This design comes from an exercise in tuning for small area, a short achievable clock period and few clock cycles per item on the open sky130 flow, not from production work.
Function was checked by simulation only, so behaviour that the tests miss may differ from the original.
Power figures rest on the tool's default switching activity, not on a simulated workload.

File: design.v
`timescale 1ns/100ps
module align_fsm (
    input  wire clk,
    input  wire rst,
    input  wire start,
    input  wire query_loaded,
    input  wire ref_done,
    input  wire array_empty,
    input  wire xdrop_hit,
    output wire clear,
    output wire load_en,
    output wire stream_en,
    output wire busy,
    output wire done
);
    localparam [2:0] IDLE = 3'd0;
    localparam [2:0] LOAD_QUERY = 3'd1;
    localparam [2:0] STREAM = 3'd2;
    localparam [2:0] DRAIN = 3'd3;
    localparam [2:0] DONE = 3'd4;
    reg [2:0] state;
    always @(posedge clk) begin
        if (rst) begin
            state <= IDLE;
        end else begin
            case (state)
                IDLE: begin
                    if (start) begin
                        state <= LOAD_QUERY;
                    end
                end
                LOAD_QUERY: begin
                    if (query_loaded) begin
                        state <= STREAM;
                    end
                end
                STREAM: begin
                    if (xdrop_hit) begin
                        state <= DONE;
                    end else if (ref_done) begin
                        state <= DRAIN;
                    end
                end
                DRAIN: begin
                    if (array_empty) begin
                        state <= DONE;
                    end
                end
                default: begin
                    state <= IDLE;
                end
            endcase
        end
    end
    assign clear = (state == IDLE) && start;
    assign load_en = (state == LOAD_QUERY);
    assign stream_en = (state == STREAM);
    assign busy = (state != IDLE);
    assign done = (state == DONE);
endmodule
`timescale 1ns/100ps
module stream_counter #(
    parameter integer IDX_W = 8,
    parameter integer PE_IDX_W = 4
) (
    input  wire clk,
    input  wire rst,
    input  wire clear,
    input  wire load_en,
    input  wire stream_en,
    input  wire [IDX_W-1:0] ref_len,
    input  wire [IDX_W-1:0] query_len,
    output reg  [IDX_W-1:0] query_addr,
    output reg  [IDX_W-1:0] ref_addr,
    output reg  [PE_IDX_W-1:0] load_slot,
    output reg  load_write,
    output reg  [IDX_W-1:0] ref_idx,
    output reg  ref_valid,
    output wire query_loaded,
    output wire ref_done
);
    wire q_more;
    wire r_more;
    assign q_more = query_addr < query_len;
    assign r_more = ref_addr < ref_len;
    always @(posedge clk) begin
        if (rst || clear) begin
            query_addr <= {IDX_W{1'b0}};
            ref_addr <= {IDX_W{1'b0}};
            load_write <= 1'b0;
            ref_valid <= 1'b0;
        end else begin
            load_write <= load_en && q_more;
            ref_valid <= stream_en && r_more;
            if (load_en && q_more) begin
                query_addr <= query_addr + 1'b1;
            end
            if (stream_en && r_more) begin
                ref_addr <= ref_addr + 1'b1;
            end
        end
    end
    always @(posedge clk) begin
        load_slot <= query_addr[PE_IDX_W-1:0];
        ref_idx <= ref_addr + 1'b1;
    end
    assign query_loaded = !q_more;
    assign ref_done = !r_more;
endmodule
`timescale 1ns/100ps
module pe #(
    parameter integer ROW = 0,
    parameter integer SCORE_W = 10,
    parameter integer IDX_W = 8
) (
    input  wire clk,
    input  wire rst,
    input  wire clear,
    input  wire signed [SCORE_W-1:0] p_match,
    input  wire signed [SCORE_W-1:0] p_mismatch,
    input  wire signed [SCORE_W-1:0] p_n_score,
    input  wire signed [SCORE_W-1:0] p_gap_open,
    input  wire signed [SCORE_W-1:0] p_gap_extend,
    input  wire q_write,
    input  wire [2:0] q_nt,
    input  wire up_valid,
    input  wire [2:0] up_ref_nt,
    input  wire [IDX_W-1:0] up_ref_idx,
    input  wire signed [SCORE_W-1:0] up_h,
    input  wire signed [SCORE_W-1:0] up_i_gap,
    input  wire signed [SCORE_W-1:0] up_h_diag,
    output wire down_valid,
    output reg  [2:0] down_ref_nt,
    output reg  [IDX_W-1:0] down_ref_idx,
    output wire signed [SCORE_W-1:0] down_h,
    output reg  signed [SCORE_W-1:0] down_i_gap,
    output reg  signed [SCORE_W-1:0] down_h_diag,
    output reg  signed [SCORE_W-1:0] h,
    output reg  valid
);
    localparam [2:0] NT_N = 3'd4;
    localparam signed [SCORE_W-1:0] NEG_INF = -(2 ** (SCORE_W - 2));
    function signed [SCORE_W-1:0] sat_add;
        input signed [SCORE_W-1:0] a;
        input signed [SCORE_W-1:0] b;
        reg signed [SCORE_W:0] sum;
        begin
            sum = a + b;
            if (sum < NEG_INF) begin
                sat_add = NEG_INF;
            end else begin
                sat_add = sum[SCORE_W-1:0];
            end
        end
    endfunction
    function signed [SCORE_W-1:0] max2;
        input signed [SCORE_W-1:0] a;
        input signed [SCORE_W-1:0] b;
        begin
            max2 = (a > b) ? a : b;
        end
    endfunction
    reg [2:0] q_base;
    reg signed [SCORE_W-1:0] i_reg;
    reg signed [SCORE_W-1:0] s;
    wire signed [SCORE_W-1:0] row_sc;
    wire signed [SCORE_W-1:0] row_ext;
    wire signed [SCORE_W-1:0] h_boundary;
    reg signed [SCORE_W-1:0] i_new;
    reg signed [SCORE_W-1:0] d_new;
    reg signed [SCORE_W-1:0] h_new;
    assign row_sc = ROW;
    assign row_ext = row_sc * p_gap_extend;
    assign h_boundary = sat_add(p_gap_open, row_ext);
    always @(*) begin
        if (q_base == NT_N || up_ref_nt == NT_N) begin
            s = p_n_score;
        end else if (q_base == up_ref_nt) begin
            s = p_match;
        end else begin
            s = p_mismatch;
        end
        i_new = max2(sat_add(h, p_gap_open), sat_add(i_reg, p_gap_extend));
        d_new = max2(sat_add(up_h, p_gap_open), sat_add(up_i_gap, p_gap_extend));
        h_new = max2(sat_add(up_h_diag, s), max2(i_new, d_new));
    end
    always @(posedge clk) begin
        if (rst || clear) begin
            valid <= 1'b0;
            h <= h_boundary;
            i_reg <= NEG_INF;
        end else begin
            valid <= up_valid;
            if (up_valid) begin
                h <= h_new;
                i_reg <= i_new;
            end
        end
    end
    always @(posedge clk) begin
        if (up_valid) begin
            down_h_diag <= h;
            down_i_gap <= d_new;
            down_ref_nt <= up_ref_nt;
            down_ref_idx <= up_ref_idx;
        end
    end
    always @(posedge clk) begin
        if (q_write) begin
            q_base <= q_nt;
        end
    end
    assign down_valid = valid;
    assign down_h = h;
endmodule
`timescale 1ns/100ps
module pe_array #(
    parameter integer NUM_PE = 16,
    parameter integer PE_IDX_W = 4,
    parameter integer SCORE_W = 10,
    parameter integer IDX_W = 8
) (
    input  wire clk,
    input  wire rst,
    input  wire clear,
    input  wire signed [SCORE_W-1:0] p_match,
    input  wire signed [SCORE_W-1:0] p_mismatch,
    input  wire signed [SCORE_W-1:0] p_n_score,
    input  wire signed [SCORE_W-1:0] p_gap_open,
    input  wire signed [SCORE_W-1:0] p_gap_extend,
    input  wire complement_ref,
    input  wire complement_query,
    input  wire [7:0] query_data,
    input  wire [PE_IDX_W-1:0] load_slot,
    input  wire load_write,
    input  wire [7:0] ref_data,
    input  wire [IDX_W-1:0] ref_idx,
    input  wire ref_valid,
    input  wire [IDX_W-1:0] query_len,
    output wire [NUM_PE*SCORE_W-1:0] h_col,
    output wire [NUM_PE-1:0] cell_valid,
    output wire [NUM_PE*IDX_W-1:0] ref_idx_col,
    output wire array_empty
);
    localparam signed [SCORE_W-1:0] NEG_INF = -(2 ** (SCORE_W - 2));
    function signed [SCORE_W-1:0] sat_add;
        input signed [SCORE_W-1:0] a;
        input signed [SCORE_W-1:0] b;
        reg signed [SCORE_W:0] sum;
        begin
            sum = a + b;
            if (sum < NEG_INF) begin
                sat_add = NEG_INF;
            end else begin
                sat_add = sum[SCORE_W-1:0];
            end
        end
    endfunction
    function [2:0] ascii_to_nt;
        input [7:0] ch;
        input complement;
        begin
            case (ch)
                8'h41, 8'h61: ascii_to_nt = complement ? 3'd3 : 3'd0;
                8'h43, 8'h63: ascii_to_nt = complement ? 3'd2 : 3'd1;
                8'h47, 8'h67: ascii_to_nt = complement ? 3'd1 : 3'd2;
                8'h54, 8'h74: ascii_to_nt = complement ? 3'd0 : 3'd3;
                default: ascii_to_nt = 3'd4;
            endcase
        end
    endfunction
    wire [2:0] q_nt;
    reg signed [SCORE_W-1:0] row0_prev;
    wire signed [SCORE_W-1:0] row0_h;
    reg row0_first;
    wire [NUM_PE-1:0] pe_valid;
    wire [NUM_PE:0] l_valid;
    wire [3*(NUM_PE+1)-1:0] l_ref_nt;
    wire [IDX_W*(NUM_PE+1)-1:0] l_ref_idx;
    wire [SCORE_W*(NUM_PE+1)-1:0] l_h;
    wire [SCORE_W*(NUM_PE+1)-1:0] l_i_gap;
    wire [SCORE_W*(NUM_PE+1)-1:0] l_h_diag;
    assign q_nt = ascii_to_nt(query_data, complement_query);
    assign row0_h = row0_first ? p_gap_open : sat_add(row0_prev, p_gap_extend);
    always @(posedge clk) begin
        if (rst || clear) begin
            row0_prev <= {SCORE_W{1'b0}};
            row0_first <= 1'b1;
        end else if (ref_valid) begin
            row0_prev <= row0_h;
            row0_first <= 1'b0;
        end
    end
    assign l_valid[0] = ref_valid;
    assign l_ref_nt[2:0] = ascii_to_nt(ref_data, complement_ref);
    assign l_ref_idx[IDX_W-1:0] = ref_idx;
    assign l_h[SCORE_W-1:0] = row0_h;
    assign l_h_diag[SCORE_W-1:0] = row0_prev;
    assign l_i_gap[SCORE_W-1:0] = NEG_INF;
    genvar k;
    generate
        for (k = 0; k < NUM_PE; k = k + 1) begin : g_pe
            wire signed [SCORE_W-1:0] h_k;
            pe #(
                .ROW(k),
                .SCORE_W(SCORE_W),
                .IDX_W(IDX_W)
            ) u_pe (
                .clk(clk),
                .rst(rst),
                .clear(clear),
                .p_match(p_match),
                .p_mismatch(p_mismatch),
                .p_n_score(p_n_score),
                .p_gap_open(p_gap_open),
                .p_gap_extend(p_gap_extend),
                .q_write(load_write && (load_slot == k)),
                .q_nt(q_nt),
                .up_valid(l_valid[k]),
                .up_ref_nt(l_ref_nt[3*k +: 3]),
                .up_ref_idx(l_ref_idx[IDX_W*k +: IDX_W]),
                .up_h(l_h[SCORE_W*k +: SCORE_W]),
                .up_i_gap(l_i_gap[SCORE_W*k +: SCORE_W]),
                .up_h_diag(l_h_diag[SCORE_W*k +: SCORE_W]),
                .down_valid(l_valid[k+1]),
                .down_ref_nt(l_ref_nt[3*(k+1) +: 3]),
                .down_ref_idx(l_ref_idx[IDX_W*(k+1) +: IDX_W]),
                .down_h(l_h[SCORE_W*(k+1) +: SCORE_W]),
                .down_i_gap(l_i_gap[SCORE_W*(k+1) +: SCORE_W]),
                .down_h_diag(l_h_diag[SCORE_W*(k+1) +: SCORE_W]),
                .h(h_k),
                .valid(pe_valid[k])
            );
            assign h_col[SCORE_W*k +: SCORE_W] = h_k;
            assign cell_valid[k] = pe_valid[k] && (k < query_len);
            assign ref_idx_col[IDX_W*k +: IDX_W] = l_ref_idx[IDX_W*(k+1) +: IDX_W];
        end
    endgenerate
    assign array_empty = ~|cell_valid;
endmodule
`timescale 1ns/100ps
module max_tracker #(
    parameter integer NUM_PE = 16,
    parameter integer PE_IDX_W = 4,
    parameter integer SCORE_W = 10,
    parameter integer IDX_W = 8
) (
    input  wire clk,
    input  wire rst,
    input  wire clear,
    input  wire signed [SCORE_W-1:0] xdrop,
    input  wire [NUM_PE*SCORE_W-1:0] h_col,
    input  wire [NUM_PE-1:0] cell_valid,
    input  wire [NUM_PE*IDX_W-1:0] ref_idx_col,
    output reg  xdrop_hit,
    output reg  signed [SCORE_W-1:0] max_score,
    output reg  [IDX_W-1:0] max_ref_idx,
    output reg  [IDX_W-1:0] max_query_idx
);
    reg signed [SCORE_W-1:0] node_score [1:2*NUM_PE-1];
    reg node_valid [1:2*NUM_PE-1];
    reg [PE_IDX_W-1:0] node_pe [1:2*NUM_PE-1];
    reg signed [SCORE_W-1:0] ad_score;
    reg [IDX_W-1:0] ad_ref;
    reg [IDX_W-1:0] ad_query;
    reg ad_valid;
    wire signed [SCORE_W:0] floor_score;
    integer n;
    always @(*) begin
        for (n = 0; n < NUM_PE; n = n + 1) begin
            node_score[NUM_PE+n] = h_col[SCORE_W*n +: SCORE_W];
            node_valid[NUM_PE+n] = cell_valid[n];
            node_pe[NUM_PE+n] = n;
        end
        for (n = NUM_PE - 1; n > 0; n = n - 1) begin
            if (node_valid[2*n+1] &&
                (!node_valid[2*n] || node_score[2*n+1] > node_score[2*n])) begin
                node_score[n] = node_score[2*n+1];
                node_valid[n] = 1'b1;
                node_pe[n] = node_pe[2*n+1];
            end else begin
                node_score[n] = node_score[2*n];
                node_valid[n] = node_valid[2*n];
                node_pe[n] = node_pe[2*n];
            end
        end
    end
    always @(posedge clk) begin
        if (rst || clear) begin
            ad_valid <= 1'b0;
        end else begin
            ad_valid <= node_valid[1];
        end
    end
    always @(posedge clk) begin
        ad_score <= node_score[1];
        ad_ref <= ref_idx_col[IDX_W*node_pe[1] +: IDX_W];
        ad_query <= node_pe[1] + 1'b1;
    end
    assign floor_score = max_score - xdrop;
    always @(posedge clk) begin
        if (rst || clear) begin
            xdrop_hit <= 1'b0;
            max_score <= {SCORE_W{1'b0}};
            max_ref_idx <= {IDX_W{1'b0}};
            max_query_idx <= {IDX_W{1'b0}};
        end else if (ad_valid && !xdrop_hit) begin
            if (ad_score >= max_score) begin
                max_score <= ad_score;
                max_ref_idx <= ad_ref;
                max_query_idx <= ad_query;
            end else if (ad_score < floor_score) begin
                xdrop_hit <= 1'b1;
            end
        end
    end
endmodule
`timescale 1ns/100ps
module xdrop_aligner (
    input  wire clk,
    input  wire rst,
    input  wire start,
    input  wire complement_ref,
    input  wire complement_query,
    input  wire signed [9:0] match,
    input  wire signed [9:0] mismatch,
    input  wire signed [9:0] n_score,
    input  wire signed [9:0] gap_open,
    input  wire signed [9:0] gap_extend,
    input  wire signed [9:0] xdrop,
    input  wire [7:0] ref_len,
    input  wire [7:0] query_len,
    input  wire [7:0] ref_data,
    input  wire [7:0] query_data,
    output wire [7:0] ref_addr,
    output wire [7:0] query_addr,
    output wire busy,
    output wire done,
    output wire xdropped,
    output wire signed [9:0] max_score,
    output wire [7:0] max_ref_idx,
    output wire [7:0] max_query_idx
);
    localparam integer NUM_PE = 16;
    localparam integer PE_IDX_W = 4;
    localparam integer SCORE_W = 10;
    localparam integer IDX_W = 8;
    wire clear;
    wire load_en;
    wire stream_en;
    wire query_loaded;
    wire ref_done;
    wire array_empty;
    wire xdrop_hit;
    wire [PE_IDX_W-1:0] load_slot;
    wire load_write;
    wire [IDX_W-1:0] ref_idx;
    wire ref_valid;
    wire [NUM_PE*SCORE_W-1:0] h_col;
    wire [NUM_PE-1:0] cell_valid;
    wire [NUM_PE*IDX_W-1:0] ref_idx_col;
    assign xdropped = xdrop_hit;
    align_fsm u_fsm (
        .clk(clk), .rst(rst), .start(start),
        .query_loaded(query_loaded), .ref_done(ref_done),
        .array_empty(array_empty), .xdrop_hit(xdrop_hit),
        .clear(clear), .load_en(load_en), .stream_en(stream_en),
        .busy(busy), .done(done)
    );
    stream_counter #(
        .IDX_W(IDX_W), .PE_IDX_W(PE_IDX_W)
    ) u_cnt (
        .clk(clk), .rst(rst), .clear(clear),
        .load_en(load_en), .stream_en(stream_en),
        .ref_len(ref_len), .query_len(query_len),
        .query_addr(query_addr), .ref_addr(ref_addr),
        .load_slot(load_slot), .load_write(load_write),
        .ref_idx(ref_idx), .ref_valid(ref_valid),
        .query_loaded(query_loaded), .ref_done(ref_done)
    );
    pe_array #(
        .NUM_PE(NUM_PE), .PE_IDX_W(PE_IDX_W), .SCORE_W(SCORE_W), .IDX_W(IDX_W)
    ) u_array (
        .clk(clk), .rst(rst), .clear(clear),
        .p_match(match), .p_mismatch(mismatch), .p_n_score(n_score),
        .p_gap_open(gap_open), .p_gap_extend(gap_extend),
        .complement_ref(complement_ref), .complement_query(complement_query),
        .query_data(query_data), .load_slot(load_slot), .load_write(load_write),
        .ref_data(ref_data), .ref_idx(ref_idx), .ref_valid(ref_valid),
        .query_len(query_len), .h_col(h_col), .cell_valid(cell_valid),
        .ref_idx_col(ref_idx_col), .array_empty(array_empty)
    );
    max_tracker #(
        .NUM_PE(NUM_PE), .PE_IDX_W(PE_IDX_W), .SCORE_W(SCORE_W), .IDX_W(IDX_W)
    ) u_max (
        .clk(clk), .rst(rst), .clear(clear), .xdrop(xdrop),
        .h_col(h_col), .cell_valid(cell_valid), .ref_idx_col(ref_idx_col),
        .xdrop_hit(xdrop_hit), .max_score(max_score),
        .max_ref_idx(max_ref_idx), .max_query_idx(max_query_idx)
    );
endmodule
File: run.sh
#!/bin/bash
# synth_recipe.tcl (not shown) runs the flow's synth.tcl, then flattens the netlist and writes it again
# the make line also repeats each setting of config.mk as NAME=value (left out here)
make -C /OpenROAD-flow-scripts/flow DESIGN_CONFIG=/design/flow/config.mk WORK_HOME=/design/flow/orfs CLKGATE_MAP_FILE= SYNTH_SCRIPT=/design/flow/synth_recipe.tcl finish
File: config.mk
export PLATFORM = sky130hd
export DESIGN_NAME = xdrop_aligner
export DESIGN_NICKNAME = xdrop_aligner
export VERILOG_FILES = /design/flow/design.v
export SDC_FILE = /design/flow/constraint.sdc
export NUM_CORES = 4
export LEC_CHECK = 0
export CAP_MARGIN = 20
export CORE_MARGIN = 2
export CORE_UTILIZATION = 40
export SLEW_MARGIN = 20
File: constraint.sdc
create_clock -name core_clock -period 11.5 [get_ports {clk}]
set_input_delay 2.3000 -clock core_clock [delete_from_list [all_inputs] [get_ports {clk}]]
set_output_delay 2.3000 -clock core_clock [all_outputs]
set_load 0.01 [all_outputs]
==> summary.txt <==
outcome = timing/DRC/antenna clean
maximum fanout along the worst path = 10
Hold Path Origin = u_cnt.ref_idx[3]
top cell family by delay on the critical path = compound AO/OA/AOI/OAI gates
number of CTS-inserted buffers = 119
Final Cell Area = 121800 µm²
Yosys reg bits = 949
CTS tree = done
R2R Path Start = u_array.g_pe[12].u_pe.h[7]
CP startpoint kind = input port
R2R setup slack = 1.58 ns
Final HPWL DP = 322.7 mm
DP Area = 117500 µm²
Cell variety after synth = 107
Clock Skew = 0.09284 ns
final critical-path required period = 10.86 ns
antenna violations before repair = 37
Die Width = 519.2 µm
Seq/Total Area, Yosys = 0.2432
Period Utilization, post-route = 0.9447
I/O Buffers = 136
row cnt = 189
layout cells sized above 1 = 0.1094
Hold Crit Depth = 0
Required @ worst endpoint = 12.18 ns
RSZ-0062 raised after global routing = true
Avg WL per Cell = 24.75 µm
Core Area = 264600 µm²
Levels on crit path = 39
Clock transition at path regs = 0.06 ns
die height = 519.2 µm
worst-margin pin slew = 1.230 ns
Fill cells = 25780
worst skew pair latency = 0.85 ns
post-CTS setup repair buffer count = 0
via count = 98800
Total GRT Usage = 0.2960
Area Growth Syn to Fin = 14.69%
fmax = 92.05 MHz
global route total overflow = 0
Ys Warns = 23
number of global-route vias before repair = 90800
Leak = 55.20 nW
DR vias/cell = 5.898
CP endpoint kind = register
post-synthesis instance total = 12290
DRC = 0
syn avg cell area = 8.639 µm²
Final Hold Fails = 0
root buf cell = clkbuf_16
max_cap viols = 0
Max stage delay on crit path = 0.47 ns
EDFF count, synth = 681
CP Class = in2reg
synth top area cells = ha_1 (20%), edfxtp_1 (19%), dfxtp_1 (5.1%)
Slew HR = 0.1800
drt pass-1 iters = 6
setup_tns = 0 ns
htree depth = 3
final setup fails = 0
ANT nets after route = 0
clock buffer depth = 3
most frequent CP cell = buf_4
largest net degree at the start of global routing = 51
overall power = 44.22 mW
cell taking the most area after synthesis = ha_1
RD Place Congestion = 1.025
Post-synth top cells = ha_1 (1678), nor2_1 (1105), inv_1 (1036)
final max-slew violation count = 0
final WL = 414.6 mm
WP buf/inv = 10
Crit Reg-Reg Endpoint = u_max.ad_ref[0]
first-pass GRT wire length = 597.8 mm
worst vdd ir = 0.2879 mV
cell with the most instances after synthesis = ha_1
Final nets = 14980
critical path arrival = 11.54 ns
Min-Delay Endpoint = u_array.g_pe[0].u_pe.down_ref_idx[3]
post-synth top area share = 0.1978
Top FF cell, synth = edfxtp_1
slowest CP cell = clkdlybuf4s50_1
hold crit path type = reg2reg
cell depth of the worst flop-to-flop path = 36
clk sinks = 949
initial core utilization = 0.4012
Post-Syn Area = 106200 µm²
Worst Setup SP = query_len[7]
asr flop ratio synth = 0
Die ar. = 269500 µm²
Starting DRT DRC Count = 9710
pwr dens = 363.2 nW/µm²
total I/O pin count = 142
layout make-up:
cell class                 instances  area, µm²  share of cell area
multi-input combinational      10000      75460              0.6198
sequential                       949      25840              0.2122
timing repair buffer             986       7984             0.06558
tap                             3533       4420             0.03631
inverter                        1037       3892             0.03197
clock buffer                     147       3187             0.02617
clock inverter                    81      933.4            0.007666
antenna                           16      40.04           0.0003289
placed cells by master, fill, tap and decap left out, types with 258 or more instances in the layout:
cell type | Yosys | layout
o21a_1 | 258 | 258
xnor2_1 | 387 | 387
nor3_1 | 283 | 283
edfxtp_1 | 681 | 681
a21oi_1 | 916 | 909
nor2_1 | 1105 | 1102
ha_1 | 1678 | 1678
inv_1 | 1036 | 1036
mux2i_1 | 480 | 480
nand2_1 | 754 | 754
a21o_1 | 279 | 278
o21ai_0 | 561 | 554
buf_4 | 3 | 834
per-layer routing:
metal | routed length [µm] | up-vias | global-route usage
met1 | 173300 | 46590 | 0.3855
met4 | 27920 | 8 | 0.1740
li1 | - | 47360 | -
met3 | 34480 | 907 | 0.04819
met5 | 104 | - | 0.001956
met2 | 178800 | 3935 | 0.4606
through the flow:
step | utilization | cells | setup slack, ns | hold slack (ns)
after floorplan | - | 12290 | 0.05356 | 0.3855
after CTS | 0.4597 | 16740 | 0.5572 | 0.4022
final | 0.4601 | 16750 | 0.6358 | 0.3997
after global routing | 0.4600 | 16740 | -0.02854 | 0.4088
after detailed placement | 0.4442 | 16510 | -0.2833 | 0.3887
after global placement | 0.4442 | 16510 | -0.2499 | 0.3906
worst max path at each step:
| stage | to |
|---|---|
| global route | u_array.g_pe[0].u_pe.h[0] |
| global placement | u_array.g_pe[0].u_pe.h[4] |
| detailed placement | u_array.g_pe[0].u_pe.h[5] |
| CTS | u_array.g_pe[0].u_pe.h[5] |
| finish | u_max.ad_ref[0] |
| floorplan | u_array.g_pe[0].u_pe.h[5] |
where the power goes:
part           total (mW)  switching [mW]  internal (mW)
Combinational        34.8            19.6           15.2
Sequential           5.42           0.757           4.66
Clock                4.04            1.75           2.29
logic make-up after synthesis:
group | after synthesis | synth area share
multiplexers | 625 | 0.06087
AND/OR/NAND/NOR | 3490 | 0.1586
flip-flops | 949 | 0.2432
buffers and inverters | 1339 | 0.04786
adder cells (fa/ha/maj) | 1783 | 0.2176
XOR/XNOR | 548 | 0.04521
AO/OA/AOI/OAI | 3553 | 0.2266
other | 1 | 0.00003532
what timing repair did:
action,in CTS,in global routing
hold buffers,0,0
setup endpoints to repair,0,12
gates resized for setup,0,12
Testbench counts, summed over its fixed seeds: cycles 15,292, alignments 320.

[separate check: timing with driven ports]
The flow's constraints put no driver on any port. The routed layout listed below was extracted and timed again, unchanged, in two steps.
Step 1 sets driving cells, clkbuf_16 on the clock port and buf_2 on the other inputs (assumed; they add their load-dependent delay and slew).
Step 2 times the ports against the registers' clock, not the clock port: input delays grow and output delays shrink by t, the midpoint of the rising clock arrivals with the driver on.
Three values: ideal, step 1, step 2; two values: the first two.
t (ns): 0.901
slack for setup (ns): 0.636 / 0.706 / -0.196
hold WS [ns]: 0.400 / 0.400 / 0.400
clock arrival spread, ns: 0.100 / 0.099
cell pins on the clock port's net: 1
Met with ideal ports but missed after step 2: setup timing in this run. For this run, drivers alone change the setup slack by +0.070 ns; drivers and shift together by -0.832 ns.
